Context: an optimization exercise on an open-source flow, tuned for small area and a short achievable clock period. The choices shown serve that exercise and are no tape-out recipe.
Power figures rest on the tool's default switching activity, not on a simulated workload.

==> try-quartz: inputs <==
Design y86_data_mem, start of the top module:
module y86_data_mem (
    input  logic        clk,
    input  logic        res,
    input  logic        req,
    input  logic        read,
    input  logic        write,
    input  logic [63:0] addr,
    input  logic [63:0] data,
    output logic        ready,
    output logic        done,
    output logic [63:0] valM,
    output logic        memerr,
    output logic        err_sticky,
    input  logic [63:0] dbg_addr,
    output logic [63:0] dbg_data
);
==> module y86_dmem_dec, before the edit <==
module y86_dmem_dec (
    input  logic [4:0]  a,
    output logic [19:0] sel
);
    for (genvar i = 0; i < 20; i++) begin : g_sel
        assign sel[i] = a == 5'(i + 1);
    end
endmodule
==> module y86_dmem_wrmux, before the edit <==
module y86_dmem_wrmux (
    input  logic        we,
    input  logic        wen,
    input  logic [63:0] wd,
    input  logic [63:0] q,
    output logic [63:0] d
);
    assign d = (wd & {64{we}}) | (q & {64{wen}});
endmodule
==> module y86_data_mem, before the edit <==
module y86_data_mem (
    input  logic        clk,
    input  logic        res,
    input  logic        req,
    input  logic        read,
    input  logic        write,
    input  logic [63:0] addr,
    input  logic [63:0] data,
    output logic        ready,
    output logic        done,
    output logic [63:0] valM,
    output logic        memerr,
    output logic        err_sticky,
    input  logic [63:0] dbg_addr,
    output logic [63:0] dbg_data
);
    logic [20*64-1:0] mem_q, mem_d;
    logic        ready_q, done_q, memerr_q, err_sticky_q;
    logic [4:0]  cnt_q;     
    logic [19:0] rsel_q;    
    logic        a_hi0, in_range, op_err, wr_ok, rd_ok;
    assign a_hi0    = ~|addr[63:5];
    assign in_range = a_hi0 && (addr[4:0] != 5'd0) && (addr[4:0] <= 5'd20);
    assign op_err   = (read & write) | ((read | write) & ~in_range);
    assign wr_ok    = write & ~read & in_range;
    assign rd_ok    = read & ~write & in_range;
    logic [19:0] asel;
    y86_dmem_dec u_adec (.a(addr[4:0]), .sel(asel));
    logic [4:0]  wsel;
    logic        wen;
    logic [63:0] wdata;
    logic [19:0] we;
    assign wsel  = ready_q ? addr[4:0] : cnt_q;
    assign wen   = ready_q ? (req & wr_ok) : 1'b1;
    assign wdata = ready_q ? data : 64'd0;
    for (genvar i = 0; i < 20; i++) begin : g_ent
        assign we[i] = wen && wsel == 5'(i + 1);
        y86_dmem_wrmux u_wr (
            .we(we[i]), .wen(~we[i]), .wd(wdata), .q(mem_q[64*i +: 64]), .d(mem_d[64*i +: 64])
        );
    end
    always_ff @(posedge clk) mem_q <= mem_d;
    always_ff @(posedge clk or posedge res) begin
        if (res) begin
            ready_q <= 1'b0;
            cnt_q   <= 5'd1;
        end else begin
            cnt_q   <= cnt_q + 5'd1;
            if (cnt_q == 5'd20) ready_q <= 1'b1;
        end
    end
    always_ff @(posedge clk or posedge res) begin
        if (res) begin
            done_q       <= 1'b0;
            memerr_q     <= 1'b0;
            err_sticky_q <= 1'b0;
            rsel_q       <= '0;
        end else begin
            done_q <= req & ready_q;
            if (req & ready_q) begin
                memerr_q     <= op_err;
                err_sticky_q <= err_sticky_q | op_err;
                rsel_q       <= asel & {20{rd_ok}};
            end
        end
    end
    logic d_hi0;
    assign d_hi0 = ~|dbg_addr[63:5];
    for (genvar s = 0; s < 4; s++) begin : g_slice
        logic [19:0] dsel;
        y86_dmem_dec u_ddec (.a(dbg_addr[4:0]), .sel(dsel));
        for (genvar b = 16 * s; b < 16 * s + 16; b++) begin : g_bit
            logic [19:0] mb;
            for (genvar i = 0; i < 20; i++) begin : g_mb
                assign mb[i] = mem_q[64*i + b];
            end
            y86_dmem_rdbit_noen u_rd  (.sel(rsel_q), .d(mb), .q(valM[b]));
            y86_dmem_rdbit      u_dbg (.sel(dsel), .d(mb), .en(d_hi0), .q(dbg_data[b]));
        end
    end
    assign ready      = ready_q;
    assign done       = done_q;
    assign memerr     = memerr_q;
    assign err_sticky = err_sticky_q;
endmodule
==> module y86_dmem_aoi222, before the edit <==
module y86_dmem_aoi222 (
    input  logic a1, a2, b1, b2, c1, c2,
    output logic y
);
    assign y = ~((a1 & a2) | (b1 & b2) | (c1 & c2));
endmodule
==> module y86_dmem_rdbit, before the edit <==
module y86_dmem_rdbit (
    input  logic [19:0] sel,
    input  logic [19:0] d,
    input  logic        en,
    output logic        q
);
    logic [6:0] t;
    for (genvar k = 0; k < 6; k++) begin : g_aoi
        y86_dmem_aoi222 u_g (
            .a1(sel[3*k]), .a2(d[3*k]), .b1(sel[3*k+1]), .b2(d[3*k+1]),
            .c1(sel[3*k+2]), .c2(d[3*k+2]), .y(t[k])
        );
    end
    assign t[6] = ~((sel[18] & d[18]) | (sel[19] & d[19]));
    assign q = (~&t[3:0] | ~&t[6:4]) & en;
endmodule
==> module y86_dmem_rdbit_noen, before the edit <==
module y86_dmem_rdbit_noen (
    input  logic [19:0] sel,
    input  logic [19:0] d,
    output logic        q
);
    logic [6:0] t;
    for (genvar k = 0; k < 6; k++) begin : g_aoi
        y86_dmem_aoi222 u_g (
            .a1(sel[3*k]), .a2(d[3*k]), .b1(sel[3*k+1]), .b2(d[3*k+1]),
            .c1(sel[3*k+2]), .c2(d[3*k+2]), .y(t[k])
        );
    end
    assign t[6] = ~((sel[18] & d[18]) | (sel[19] & d[19]));
    assign q = ~&t[3:0] | ~&t[6:4];
endmodule
export LEC_CHECK = 0
export CAP_MARGIN = 20
export CORE_MARGIN = 2
export CORE_UTILIZATION = 40
export SETUP_SLACK_MARGIN = 1.5
export SLEW_MARGIN = 20
export SYNTH_HIERARCHICAL = 1
export TNS_END_PERCENT = 5
create_clock -name core_clock -period 6.0 [get_ports {clk}]
standard.sh (not shown) runs the stock make flow with config.mk's settings and CLKGATE_MAP_FILE= SYNTH_SCRIPT=/design/flow/synth_recipe.tcl, a recipe that flattens the netlist after the stock synthesis.
==> flow/flow/run.sh <==
#!/bin/bash
# Standard synthesis and layout, with small port buffers and Yosys/ABC's buffers removed
# before placement (repair_design re-buffers what needs it).
set -euo pipefail
bash standard.sh \
  'BUFFER_PORTS_ARGS=-buffer_cell sky130_fd_sc_hd__buf_2' \
  REMOVE_ABC_BUFFERS=1 \
  finish > standard.log 2>&1
==> try-maple (differences from try-quartz) <==
--- a/flow/design.v
+++ b/flow/design.v
@@ -1,10 +1,39 @@
+module y86_dmem_nor2 (
+    input  logic a,
+    input  logic b,
+    output logic y
+);
+    assign y = ~(a | b);
+endmodule
+module y86_dmem_predec (
+    input  logic [4:0] a,
+    output logic [3:0] lo_n,
+    output logic [5:0] hi_n
+);
+    for (genvar j = 0; j < 4; j++) begin : g_lo
+        assign lo_n[j] = ~(a[1:0] == 2'(j));
+    end
+    for (genvar k = 0; k < 6; k++) begin : g_hi
+        assign hi_n[k] = ~(a[4:2] == 3'(k));
+    end
+endmodule
+module y86_dmem_seldec (
+    input  logic [3:0]  lo_n,
+    input  logic [5:0]  hi_n,
+    output logic [19:0] sel
+);
+    for (genvar i = 0; i < 20; i++) begin : g_sel
+        y86_dmem_nor2 u_n (.a(lo_n[(i + 1) % 4]), .b(hi_n[(i + 1) / 4]), .y(sel[i]));
+    end
+endmodule
 module y86_dmem_dec (
     input  logic [4:0]  a,
     output logic [19:0] sel
 );
-    for (genvar i = 0; i < 20; i++) begin : g_sel
-        assign sel[i] = a == 5'(i + 1);
-    end
+    logic [3:0] lo_n;
+    logic [5:0] hi_n;
+    y86_dmem_predec u_p (.a(a), .lo_n(lo_n), .hi_n(hi_n));
+    y86_dmem_seldec u_s (.lo_n(lo_n), .hi_n(hi_n), .sel(sel));
 endmodule
 module y86_dmem_aoi222 (
     input  logic a1, a2, b1, b2, c1, c2,
@@ -45,12 +74,12 @@
 endmodule
 module y86_dmem_wrmux (
     input  logic        we,
-    input  logic        wen,
+    input  logic        hold,
     input  logic [63:0] wd,
     input  logic [63:0] q,
     output logic [63:0] d
 );
-    assign d = (wd & {64{we}}) | (q & {64{wen}});
+    assign d = (wd & {64{we}}) | (q & {64{hold}});
 endmodule
 module y86_data_mem (
     input  logic        clk,
@@ -71,26 +100,26 @@
     logic [20*64-1:0] mem_q, mem_d;
     logic        ready_q, done_q, memerr_q, err_sticky_q;
     logic [4:0]  cnt_q;     
-    logic [19:0] rsel_q;    
+    logic [3:0]  rlo_n_q;
+    logic [5:0]  rhi_n_q;
     logic        a_hi0, in_range, op_err, wr_ok, rd_ok;
     assign a_hi0    = ~|addr[63:5];
     assign in_range = a_hi0 && (addr[4:0] != 5'd0) && (addr[4:0] <= 5'd20);
     assign op_err   = (read & write) | ((read | write) & ~in_range);
     assign wr_ok    = write & ~read & in_range;
     assign rd_ok    = read & ~write & in_range;
-    logic [19:0] asel;
-    y86_dmem_dec u_adec (.a(addr[4:0]), .sel(asel));
-    logic [4:0]  wsel;
-    logic        wen;
-    logic [63:0] wdata;
-    logic [19:0] we;
-    assign wsel  = ready_q ? addr[4:0] : cnt_q;
-    assign wen   = ready_q ? (req & wr_ok) : 1'b1;
-    assign wdata = ready_q ? data : 64'd0;
+    logic        wr_go, ld;
+    logic [4:0]  wa;
+    logic [19:0] wsel, we, hold;
+    assign wr_go = ready_q & req & wr_ok;
+    assign ld    = wr_go | ~ready_q;
+    assign wa    = ready_q ? addr[4:0] : cnt_q;
+    y86_dmem_dec u_wdec (.a(wa), .sel(wsel));
     for (genvar i = 0; i < 20; i++) begin : g_ent
-        assign we[i] = wen && wsel == 5'(i + 1);
+        assign we[i]   = wr_go & wsel[i];
+        assign hold[i] = ~(ld & wsel[i]);
         y86_dmem_wrmux u_wr (
-            .we(we[i]), .wen(~we[i]), .wd(wdata), .q(mem_q[64*i +: 64]), .d(mem_d[64*i +: 64])
+            .we(we[i]), .hold(hold[i]), .wd(data), .q(mem_q[64*i +: 64]), .d(mem_d[64*i +: 64])
         );
     end
     always_ff @(posedge clk) mem_q <= mem_d;
@@ -103,32 +132,38 @@
             if (cnt_q == 5'd20) ready_q <= 1'b1;
         end
     end
+    logic [3:0]  alo_n;
+    logic [5:0]  ahi_n;
+    y86_dmem_predec u_apre (.a(addr[4:0]), .lo_n(alo_n), .hi_n(ahi_n));
     always_ff @(posedge clk or posedge res) begin
         if (res) begin
             done_q       <= 1'b0;
             memerr_q     <= 1'b0;
             err_sticky_q <= 1'b0;
-            rsel_q       <= '0;
+            rlo_n_q      <= '1;
+            rhi_n_q      <= '1;
         end else begin
             done_q <= req & ready_q;
             if (req & ready_q) begin
                 memerr_q     <= op_err;
                 err_sticky_q <= err_sticky_q | op_err;
-                rsel_q       <= asel & {20{rd_ok}};
+                rlo_n_q      <= alo_n;
+                rhi_n_q      <= rd_ok ? ahi_n : 6'h3f;
             end
         end
     end
     logic d_hi0;
     assign d_hi0 = ~|dbg_addr[63:5];
     for (genvar s = 0; s < 4; s++) begin : g_slice
-        logic [19:0] dsel;
+        logic [19:0] dsel, rsel;
         y86_dmem_dec u_ddec (.a(dbg_addr[4:0]), .sel(dsel));
+        y86_dmem_seldec u_rdec (.lo_n(rlo_n_q), .hi_n(rhi_n_q), .sel(rsel));
         for (genvar b = 16 * s; b < 16 * s + 16; b++) begin : g_bit
             logic [19:0] mb;
             for (genvar i = 0; i < 20; i++) begin : g_mb
                 assign mb[i] = mem_q[64*i + b];
             end
-            y86_dmem_rdbit_noen u_rd  (.sel(rsel_q), .d(mb), .q(valM[b]));
+            y86_dmem_rdbit_noen u_rd  (.sel(rsel), .d(mb), .q(valM[b]));
             y86_dmem_rdbit      u_dbg (.sel(dsel), .d(mb), .en(d_hi0), .q(dbg_data[b]));
         end
     end
==> flow/flow/run.sh (replaced) <==
#!/bin/bash
# Standard synthesis and layout, with small port buffers, Yosys/ABC's buffers removed
# before placement (repair_design re-buffers what needs it), and timing repair free to
# resize gates across footprints.
set -euo pipefail
bash standard.sh \
  'BUFFER_PORTS_ARGS=-buffer_cell sky130_fd_sc_hd__buf_1' \
  REMOVE_ABC_BUFFERS=1 \
  MATCH_CELL_FOOTPRINT=0 \
  finish > standard.log 2>&1
--- a/flow/config.mk
+++ b/flow/config.mk
@@ -8,7 +8,9 @@
 export CAP_MARGIN = 20
 export CORE_MARGIN = 2
 export CORE_UTILIZATION = 40
-export SETUP_SLACK_MARGIN = 1.5
+export CTS_CLUSTER_DIAMETER = 80
+export CTS_CLUSTER_SIZE = 25
+export SETUP_SLACK_MARGIN = 2.0
 export SLEW_MARGIN = 20
 export SYNTH_HIERARCHICAL = 1
-export TNS_END_PERCENT = 5
+export TNS_END_PERCENT = 10
==> try-xenon (differences from try-quartz) <==
==> flow/design.v (replaced) <==
module y86_dmem_rdmux (
    input  logic [19:0]      sel,
    input  logic [20*64-1:0] d,
    output logic [63:0]      q
);
    always_comb begin
        q = '0;
        for (int i = 0; i < 20; i++) q = q | (d[64*i +: 64] & {64{sel[i]}});
    end
endmodule
module y86_dmem_wrmux (
    input  logic        we,
    input  logic        wen,
    input  logic [63:0] wd,
    input  logic [63:0] q,
    output logic [63:0] d
);
    assign d = (wd & {64{we}}) | (q & {64{wen}});
endmodule
module y86_data_mem (
    input  logic        clk,
    input  logic        res,
    input  logic        req,
    input  logic        read,
    input  logic        write,
    input  logic [63:0] addr,
    input  logic [63:0] data,
    output logic        ready,
    output logic        done,
    output logic [63:0] valM,
    output logic        memerr,
    output logic        err_sticky,
    input  logic [63:0] dbg_addr,
    output logic [63:0] dbg_data
);
    logic [20*64-1:0] mem_q, mem_d;
    logic        ready_q, done_q, memerr_q, err_sticky_q;
    logic [4:0]  cnt_q;     
    logic [4:0]  ridx_q;    
    logic        a_hi0, in_range, op_err, wr_ok, rd_ok;
    assign a_hi0    = ~|addr[63:5];
    assign in_range = a_hi0 && (addr[4:0] != 5'd0) && (addr[4:0] <= 5'd20);
    assign op_err   = (read & write) | ((read | write) & ~in_range);
    assign wr_ok    = write & ~read & in_range;
    assign rd_ok    = read & ~write & in_range;
    logic [4:0]  wsel;
    logic        wen;
    logic [63:0] wdata;
    logic [19:0] we;
    assign wsel  = ready_q ? addr[4:0] : cnt_q;
    assign wen   = ready_q ? (req & wr_ok) : 1'b1;
    assign wdata = ready_q ? data : 64'd0;
    for (genvar i = 0; i < 20; i++) begin : g_ent
        assign we[i] = wen && wsel == 5'(i + 1);
        y86_dmem_wrmux u_wr (
            .we(we[i]), .wen(~we[i]), .wd(wdata), .q(mem_q[64*i +: 64]), .d(mem_d[64*i +: 64])
        );
    end
    always_ff @(posedge clk) mem_q <= mem_d;
    always_ff @(posedge clk or posedge res) begin
        if (res) begin
            ready_q <= 1'b0;
            cnt_q   <= 5'd1;
        end else begin
            cnt_q   <= cnt_q + 5'd1;
            if (cnt_q == 5'd20) ready_q <= 1'b1;
        end
    end
    always_ff @(posedge clk or posedge res) begin
        if (res) begin
            done_q       <= 1'b0;
            memerr_q     <= 1'b0;
            err_sticky_q <= 1'b0;
            ridx_q       <= 5'd0;
        end else begin
            done_q <= req & ready_q;
            if (req & ready_q) begin
                memerr_q     <= op_err;
                err_sticky_q <= err_sticky_q | op_err;
                ridx_q       <= rd_ok ? addr[4:0] : 5'd0;
            end
        end
    end
    logic        d_hi0;
    logic [19:0] rsel, dsel;
    assign d_hi0 = ~|dbg_addr[63:5];
    for (genvar i = 0; i < 20; i++) begin : g_sel
        assign rsel[i] = ridx_q == 5'(i + 1);
        assign dsel[i] = d_hi0 && dbg_addr[4:0] == 5'(i + 1);
    end
    y86_dmem_rdmux u_rd  (.sel(rsel), .d(mem_q), .q(valM));
    y86_dmem_rdmux u_dbg (.sel(dsel), .d(mem_q), .q(dbg_data));
    assign ready      = ready_q;
    assign done       = done_q;
    assign memerr     = memerr_q;
    assign err_sticky = err_sticky_q;
endmodule
--- a/flow/config.mk
+++ b/flow/config.mk
@@ -8,7 +8,5 @@
 export CAP_MARGIN = 20
 export CORE_MARGIN = 2
 export CORE_UTILIZATION = 40
-export SETUP_SLACK_MARGIN = 1.5
 export SLEW_MARGIN = 20
 export SYNTH_HIERARCHICAL = 1
-export TNS_END_PERCENT = 5
==> run summary <==
Layout Utilization=44.9%; multi-input combinational area share=41.5%; ranking of synthesized cells by area=dfxtp_1, a22o_1, buf_6; Area growth syn-to-layout=11.5%; Post-Route WL=265,000 µm; Compound-Gate Fraction of Synth Area=39.5%; Seq/Total Area, Yosys=45.6%; DIE HEIGHT=between 300 and 400 µm; multi-input logic area=0.0264 mm²; status=no timing/DRC/antenna violations
# the run above: try-xenon

==> run summary <==
multi-input logic area=0.0249 mm²; Via density=7.71; Seq/Total Area, Yosys=48.6%; CTS root buf=clkbuf_16; ant diodes=6; I/O Buffers=between 300 and 400; pre-CTS WS=870 ps; ranking of synthesized cells by area=dfxtp_1, a22o_1, a222oi_1; Post-Route WL=245,000 µm; clock sinks=1,299; status=no timing/DRC/antenna violations; DIE HEIGHT=370 µm; Area growth syn-to-layout=9.33%; wl on met1=91,600 µm; Async SR Flop Fraction=1.46%; multi-input combinational area share=42.4%
# the run above: try-maple

==> run summary <==
status=no timing/DRC/antenna violations; Compound-Gate Fraction of Synth Area=38.9%; Post-CTS Repair Setup Buffers=7; final hold slack=496 ps; ranking of synthesized cells by area=dfxtp_1, a22o_1, a222oi_1; Layout Utilization=46.6%; Switching Power=4.22 mW; DIE HEIGHT=374 µm; inverters=10; Seq/Total Area, Yosys=approximately half; multi-input combinational area share=40.9%; Top Registers=mem_q (1280), rsel_q (20), cnt_q (5); Area growth syn-to-layout=15.4%; multi-input logic area=0.0258 mm²
# the run above: try-quartz

No run of this note included a check of the RTL's function; only the layout flow was run.

## afterwards: timing with drivers on the ports
The flow's constraints put no driver on any port. The routed layouts listed below were extracted and timed again, unchanged, in two steps.
Step 1 assumes that a clkbuf_16 drives the clock port and a buf_2 every other input.
Step 2 adds t to the input delays and takes it off the output delays; t is the mean of the earliest and latest rising clock arrival at the registers after step 1. Input paths then give back, and output paths get back, about the clock's delay inside the block.
Slacks: no drivers / after step 1 / after step 2; pairs: no drivers / after step 1.
| run | t, ns | setup WS [ns] | clock arrival spread, ns |
|---|---|---|---|
| try-quartz | 0.863 | 1.325 / 1.243 / 1.190 | 0.042 / 0.041 |
| try-maple | 0.802 | 1.384 / 1.163 / 0.999 | 0.040 / 0.040 |
| try-xenon | 0.870 | 0.365 / 0.346 / 0.346 | 0.054 / 0.054 |
After both steps every run listed still meets setup and hold. The setup slack of try-maple, which loses most, moves by -0.221 ns with the drivers and by -0.385 ns with both steps.
